Context: an optimization exercise on an open-source flow, tuned for small area, a short achievable clock period and few clock cycles. The choices shown serve that exercise and are no tape-out recipe.
Where RTL was checked, it was by simulation tests only, not by an equivalence proof against the original.
Power is estimated from default activity; no workload was simulated.

Setup of lane 5:
==> flow/design.v <==
`timescale 1ns/1ps
`default_nettype none
module dsp_seg #(
    parameter int L = 1,
    parameter int W = 1
) (
    input  logic         clk,
    input  logic         en,
    input  logic         sel,
    input  logic [W-1:0] din,
    output logic [W-1:0] dout,
    output logic [W-1:0] last
);
    logic [W-1:0] st [L];
    always_ff @(posedge clk) begin
        if (en) begin
            st[0] <= din;
            for (int k = 1; k < L; k++) st[k] <= st[k-1];
        end
    end
    assign last = st[L-1];
    assign dout = sel ? st[L-1] : din;
endmodule
module dither_spi_top (
    input  logic SPI_CLK,
    input  logic rst,
    input  logic SPI_CS,
    input  logic SPI_MOSI,
    output logic SPI_MISO,
    output logic frame_ready
);
    localparam logic [1:0] ST_W = 2'd0, ST_H = 2'd1, ST_PIX = 2'd2, ST_OUT = 2'd3;
    logic       cs_q, mosi_q;
    logic [1:0] stg;
    logic [2:0] bc;           
    logic [6:0] sr;           
    logic [3:0] wd, hd;       
    logic [3:0] col, row;     
    logic       p1, p2, p3, p4, p5, p6, rdy, adv_q, fr, mo, nq, few;
    logic       fr_o, mo_o, fr_n, mo_n;    
    logic       f_lc, f_fc, f_lr, f_r0, f_last;    
    logic [7:0] pre;          
    logic [7:0] v;            
    logic [6:0] t1;           
    logic [3:0] t2;           
    logic [7:0] s0;           
    logic       w1, w2;       
    logic       wr_pend, wr_now, b1, b2, rbit;
    logic [7:0] wp, rp;       
    logic [1:0] fc;           
    logic       bit_take, byte_done, is_last, adv, start, bc7;
    logic [7:0] byte_in;
    assign bit_take  = !cs_q && (stg != ST_OUT);
    assign byte_done = bit_take && (bc == 3'd7);
    assign byte_in   = {sr, mosi_q};
    assign is_last   = f_last;
    assign bc7       = cs_q ? (bc == 3'd7) : (bc == 3'd6);
    assign adv       = fr && !SPI_CS && bc7;
    assign start     = ((stg == ST_PIX) && byte_done && is_last && !few) || (rdy && !wr_pend);
    always_ff @(posedge SPI_CLK) begin
        p1     <= (stg == ST_PIX) && byte_done;
        p2     <= p1;
        p3     <= p2;
        p4     <= p3;
        p5     <= p4;
        p6     <= p5;
        adv_q  <= adv;
        cs_q   <= SPI_CS;
        mosi_q <= SPI_MOSI;
        if (bit_take) sr <= byte_in[6:0];
    end
    always_ff @(posedge SPI_CLK or posedge rst) begin
        if (rst) begin
            stg   <= ST_W;
            bc    <= '0;
            rdy   <= 1'b0;
            fr    <= 1'b0;
        end else begin
            if (stg == ST_OUT && adv_q && !fr) bc <= '0;
            else if (stg != ST_OUT ? bit_take : (fr && !cs_q)) bc <= bc + 3'd1;
            if (p1 && stg == ST_OUT && few) rdy <= 1'b1;
            else if (!wr_pend) rdy <= 1'b0;
            fr    <= fr_n;
            case (stg)
                ST_W:   if (byte_done) stg <= ST_H;
                ST_H:   if (byte_done) stg <= ST_PIX;
                ST_PIX: if (byte_done && is_last) stg <= ST_OUT;
                default: if (adv_q && !fr) stg <= ST_W;
            endcase
        end
    end
    always_ff @(posedge SPI_CLK) begin
        case (stg)
            ST_W: if (byte_done) wd <= byte_in[3:0];
            ST_H: begin
                if (byte_done) hd <= byte_in[3:0];
                w1 <= (wd == 4'd1);
                w2 <= (wd == 4'd2);
            end
            default: ;
        endcase
        few <= ((wd == 4'd1) && (hd != 4'd0) && (hd <= 4'd7)) || ((wd == 4'd2) && (hd != 4'd0) && (hd <= 4'd3)) ||
               ((wd == 4'd3) && (hd != 4'd0) && (hd <= 4'd2)) || ((hd == 4'd1) && (wd != 4'd0) && (wd <= 4'd7));
        if (stg == ST_W || stg == ST_H || start) begin
            col <= 4'd1;
            row <= 4'd1;
        end else if ((p5 && stg == ST_PIX) || adv_q) begin
            if (col == wd) begin
                col <= 4'd1;
                row <= row + 4'd1;
            end else begin
                col <= col + 4'd1;
            end
        end
    end
    always_ff @(posedge SPI_CLK) begin
        f_lc   <= (col == wd);
        f_fc   <= (col == 4'd1);
        f_lr   <= (row == hd);
        f_r0   <= (row == 4'd1);
        f_last <= (col == wd) && (row == hd);
    end
    logic       n, ga, g3, g5, gf;
    logic [10:0] e7;
    logic [9:0]  e3;
    logic [10:0] e5;
    assign n  = v[7];
    assign ga = !f_lc;
    assign g5 = !f_lr;
    assign g3 = !f_lr && !f_fc;
    assign gf = !f_lr && !f_lc;
    assign e7 = {v, 3'b000} - {3'b000, v};
    assign e3 = {1'b0, v, 1'b0} + {2'b00, v};
    assign e5 = {1'b0, v, 2'b00} + {3'b000, v};
    logic [7:0]  lr [16];
    logic [3:0]  lwp, lrp;       
    logic        lw_pend, lr_pend, lw_now, lr_now;
    logic [7:0]  lb, lrd, lbq;
    logic        cap, acc_q;
    assign lw_now = lw_pend && (lwp[1:0] == 2'd0);
    assign lr_now = lr_pend && (lrp[1:0] == 2'd1);
    always_comb begin
        lrd = lr[0];
        for (int j = 1; j < 4; j++) if (lrp[3:2] == j[1:0]) lrd = lr[4*j];
    end
    always_ff @(posedge SPI_CLK) begin
        for (int q = 0; q < 4; q++) begin
            lr[4*q] <= (lw_now && lwp[3:2] == q[1:0]) ? s0 : lr[(4*q+15) % 16];
            for (int k = 1; k < 4; k++) lr[4*q+k] <= lr[4*q+k-1];
        end
    end
    assign lb  = w1 ? {1'b0, t1} : w2 ? s0 : lrd;
    assign cap = (w1 || w2) ? p6 : lr_now;
    always_ff @(posedge SPI_CLK) begin
        if (cap) lbq <= lb;
        acc_q <= cap && !(f_r0 && !f_lc) && (stg == ST_PIX || stg == ST_OUT);
    end
    always_ff @(posedge SPI_CLK) begin
        if (stg == ST_W || stg == ST_H) begin
            lrp     <= 4'd2;
            lwp     <= wd;
            lw_pend <= 1'b0;
            lr_pend <= 1'b0;
        end else begin
            lwp <= lwp + (lw_now ? 4'd2 : 4'd1);
            lrp <= lrp + (lr_now ? 4'd2 : 4'd1);
            if (p3) lw_pend <= 1'b1;
            else if (lw_now) lw_pend <= 1'b0;
            if (p2) lr_pend <= 1'b1;
            else if (lr_now) lr_pend <= 1'b0;
        end
    end
    always_ff @(posedge SPI_CLK) begin
        if (stg == ST_W || stg == ST_H) begin
            pre <= '0;
            t2  <= '0;
        end else begin
            if (byte_done) v <= byte_in + pre;
            if (p1) begin
                v  <= v + {7'd0, n};    
                nq <= n;
            end
            if (p2) begin
                s0  <= g3 ? {2'b00, e3[9:4]} : 8'd0;
                pre <= ga ? {1'b0, e7[10:4]} : 8'd0;
            end
            if (p3) s0 <= s0 + {1'b0, t1};
            if (p4) t1 <= g5 ? e5[10:4] : 7'd0;
            if (p5) begin
                t1 <= t1 + {3'd0, t2};
                t2 <= gf ? v[7:4] : 4'd0;
            end
            if (acc_q) pre <= pre + lbq;
        end
    end
    logic [255:0] ring;
    logic [15:0]  wsel;
    logic         qa, qb, pa, pb;       
    logic [1:0]   cnt;                  
    logic         b3, fetch, rbit_i;
    always_comb begin
        wsel = '0;
        wsel[wp[7:4]] = wr_now;
    end
    always_ff @(posedge SPI_CLK) begin
        for (int q = 0; q < 16; q++) begin
            ring[16*q] <= wsel[q] ? qa : ring[(16*q+255) % 256];
            for (int k = 1; k < 16; k++) ring[16*q+k] <= ring[16*q+k-1];
        end
    end
    always_comb begin
        rbit = 1'b0;
        for (int j = 0; j < 16; j++) if (rp[7:4] == j[3:0]) rbit = ring[16*j];
    end
    assign fetch  = fr && (rp[3:0] == 4'd1) && ((cnt != 2'd3) || adv_q);
    assign wr_pend = pa;
    always_ff @(posedge SPI_CLK) begin
        logic       av, bv, ad, bd;
        logic [1:0] c;
        logic       e1, e2, e3;
        if (stg == ST_W || stg == ST_H) begin
            wp      <= 8'd0;
            rp      <= 8'd253;           
            pa      <= 1'b0;
            pb      <= 1'b0;
            wr_now  <= 1'b0;
            fc      <= 2'd0;
            cnt     <= 2'd2;
        end else begin
            av = wr_now ? pb : pa;
            ad = wr_now ? qb : qa;
            bv = wr_now ? 1'b0 : pb;
            bd = qb;
            if (p1) begin
                if (!av) begin av = 1'b1; ad = n; end
                else begin bv = 1'b1; bd = n; end
            end
            pa <= av; qa <= ad; pb <= bv; qb <= bd;
            wp <= wr_now ? wp : wp + 8'd1;
            wr_now <= av && (wr_now || (wp[3:0] == 4'd15));
            if (p1 && fc != 2'd3) fc <= fc + 2'd1;
            if (p1 && fc == 2'd1) b1 <= n;
            if (p1 && fc == 2'd2) b2 <= n;
            rp <= fetch ? rp : rp + 8'd1;
            if (fr) begin
                e1 = adv_q ? b2 : b1;
                e2 = adv_q ? b3 : b2;
                e3 = b3;
                c  = cnt - {1'b0, adv_q};
                if (fetch) begin
                    if (c == 2'd0) e1 = rbit;
                    else if (c == 2'd1) e2 = rbit;
                    else e3 = rbit;
                    c = c + 2'd1;
                end
                b1  <= e1;
                b2  <= e2;
                b3  <= e3;
                cnt <= c;
            end
        end
        mo   <= mo_n;
        mo_o <= (stg == ST_W || stg == ST_H) ? 1'b0 : mo_n;
        fr_o <= fr_n && !rst;
    end
    assign fr_n = start ? 1'b1 : (adv && is_last) ? 1'b0 : fr;
    assign mo_n = adv ? b1 : (p1 && fc == 2'd0 && stg != ST_W && stg != ST_H) ? n : mo;
    assign SPI_MISO    = mo_o;
    assign frame_ready = fr_o;
endmodule
`default_nettype wire
==> flow/config.mk <==
export PLATFORM = sky130hd
export DESIGN_NAME = dither_spi_top
export DESIGN_NICKNAME = dither_spi_top
export VERILOG_FILES = /design/flow/design.v
export SDC_FILE = /design/flow/constraint.sdc
export NUM_CORES = 4
export LEC_CHECK = 0
export CAP_MARGIN = 20
export CORE_MARGIN = 2
export CORE_UTILIZATION = 65
export CTS_BUF_LIST = sky130_fd_sc_hd__clkbuf_8
export CTS_CLUSTER_DIAMETER = 60
export CTS_CLUSTER_SIZE = 20
export SLEW_MARGIN = 20
export SYNTH_MEMORY_MAX_BITS = 4096
==> flow/constraint.sdc <==
create_clock -name core_clock -period 10.0 [get_ports {SPI_CLK}]
set_input_delay 2.0000 -clock core_clock [delete_from_list [all_inputs] [get_ports {SPI_CLK}]]
set_output_delay 2.0000 -clock core_clock [all_outputs]
set_load 0.01 [all_outputs]
standard.sh (not shown) runs the stock make flow with config.mk's settings and CLKGATE_MAP_FILE= SYNTH_SCRIPT=/design/flow/synth_recipe.tcl, a recipe that flattens the netlist after the stock synthesis.
==> flow/flow/run.sh <==
#!/bin/bash
bash standard.sh SETUP_SLACK_MARGIN=7 TNS_END_PERCENT=0 \
    BUFFER_PORTS_ARGS="-buffer_cell sky130_fd_sc_hd__buf_4" \
    CTS_ARGS="-sink_clustering_enable -repair_clock_nets -buf_list sky130_fd_sc_hd__clkbuf_16 -sink_clustering_size 30 -sink_clustering_max_diameter 80 -root_buf sky130_fd_sc_hd__clkbuf_16" \
    finish > standard.log 2>&1
Per the final summary, lane 5 finished and its layout is clean on timing, DRC and antenna.
Testbench counts of lane 5, summed over its fixed seeds: cycles 219,664.
Input changes introduced in lane 2 (baseline for comparison: lane 5):
--- a/flow/design.v
+++ b/flow/design.v
@@ -36,7 +36,7 @@
     logic [6:0] sr;           
     logic [3:0] wd, hd;       
     logic [3:0] col, row;     
-    logic       p1, p2, p3, p4, p5, p6, rdy, adv_q, fr, mo, nq, few;
+    logic       p1, p2, p3, p4, p5, p6, rdy, adv_q, fr, mo, few;
     logic       fr_o, mo_o, fr_n, mo_n;    
     logic       f_lc, f_fc, f_lr, f_r0, f_last;    
     logic [7:0] pre;          
@@ -121,17 +121,15 @@
         f_last <= (col == wd) && (row == hd);
     end
     logic       n, ga, g3, g5, gf;
-    logic [10:0] e7;
-    logic [9:0]  e3;
-    logic [10:0] e5;
+    logic [10:0] ep, eq, ex;
     assign n  = v[7];
     assign ga = !f_lc;
     assign g5 = !f_lr;
     assign g3 = !f_lr && !f_fc;
     assign gf = !f_lr && !f_lc;
-    assign e7 = {v, 3'b000} - {3'b000, v};
-    assign e3 = {1'b0, v, 1'b0} + {2'b00, v};
-    assign e5 = {1'b0, v, 2'b00} + {3'b000, v};
+    assign ep = p2 ? {2'b00, v, 1'b0} : p3 ? {v, 3'b000} : {1'b0, v, 2'b00};
+    assign eq = p3 ? ~{3'b000, v} : {3'b000, v};
+    assign ex = ep + eq + {10'd0, p3};
     logic [7:0]  lr [16];
     logic [3:0]  lwp, lrp;       
     logic        lw_pend, lr_pend, lw_now, lr_now;
@@ -176,16 +174,13 @@
             t2  <= '0;
         end else begin
             if (byte_done) v <= byte_in + pre;
-            if (p1) begin
-                v  <= v + {7'd0, n};    
-                nq <= n;
-            end
-            if (p2) begin
-                s0  <= g3 ? {2'b00, e3[9:4]} : 8'd0;
-                pre <= ga ? {1'b0, e7[10:4]} : 8'd0;
-            end
-            if (p3) s0 <= s0 + {1'b0, t1};
-            if (p4) t1 <= g5 ? e5[10:4] : 7'd0;
+            if (p1) v <= v + {7'd0, n};    
+            if (p2) s0 <= g3 ? {2'b00, ex[9:4]} : 8'd0;
+            if (p3) begin
+                s0  <= s0 + {1'b0, t1};
+                pre <= ga ? {1'b0, ex[10:4]} : 8'd0;
+            end
+            if (p4) t1 <= g5 ? ex[10:4] : 7'd0;
             if (p5) begin
                 t1 <= t1 + {3'd0, t2};
                 t2 <= gf ? v[7:4] : 4'd0;
[summary]
Looking at part of the power in combinational logic, lane 2 sits 0.2 points above lane 5.
From lane 2 to lane 5, buffer depth of the longest clock path did not move at all.
| wire length of the first global-routing pass | lane 2 vs lane 5 | ≈ equal |
Between lane 5 and lane 2, the flow reports full die area decreasing slightly.
Of the two values seen for termination of the worst setup path, frame_ready was produced by lane 5 and SPI_MISO by lane 2.
In terms of final instance area, lane 2 and lane 5 differ only marginally.
~same core occupancy in the finished layout in lane 2 and lane 5
No functional check of the RTL was part of lane 2.

## what the ideal ports hide
The results above use ideal ports. As a check the final layouts listed here were re-extracted and re-timed, cells and wires unchanged.
Step 1: set_driving_cell puts a clkbuf_16 on SPI_CLK and a buf_2 on each other input, an assumption about the parent block.
Step 2 adds t to the input delays and takes it off the output delays; t is the mean of the earliest and latest rising clock arrival at the registers after step 1. Input paths then give back, and output paths get back, about the clock's delay inside the block.
a / b / c = ideal ports / drivers / drivers and shift; a / b = the first two.
| run | t, ns | slack for setup (ns) | worst setup path after step 2 | latest minus earliest clock arrival (ns) |
|---|---|---|---|---|
| lane 5 | 0.586 | 7.017 / 6.969 / 6.974 | input to register | 0.022 / 0.022 |
| lane 2 | 0.591 | 6.980 / 6.928 / 7.048 | input to register | 0.039 / 0.039 |
After both steps setup and hold are still met in every run listed. The setup slack of lane 5, which loses most, moves by -0.048 ns with the drivers and by -0.043 ns with both steps.
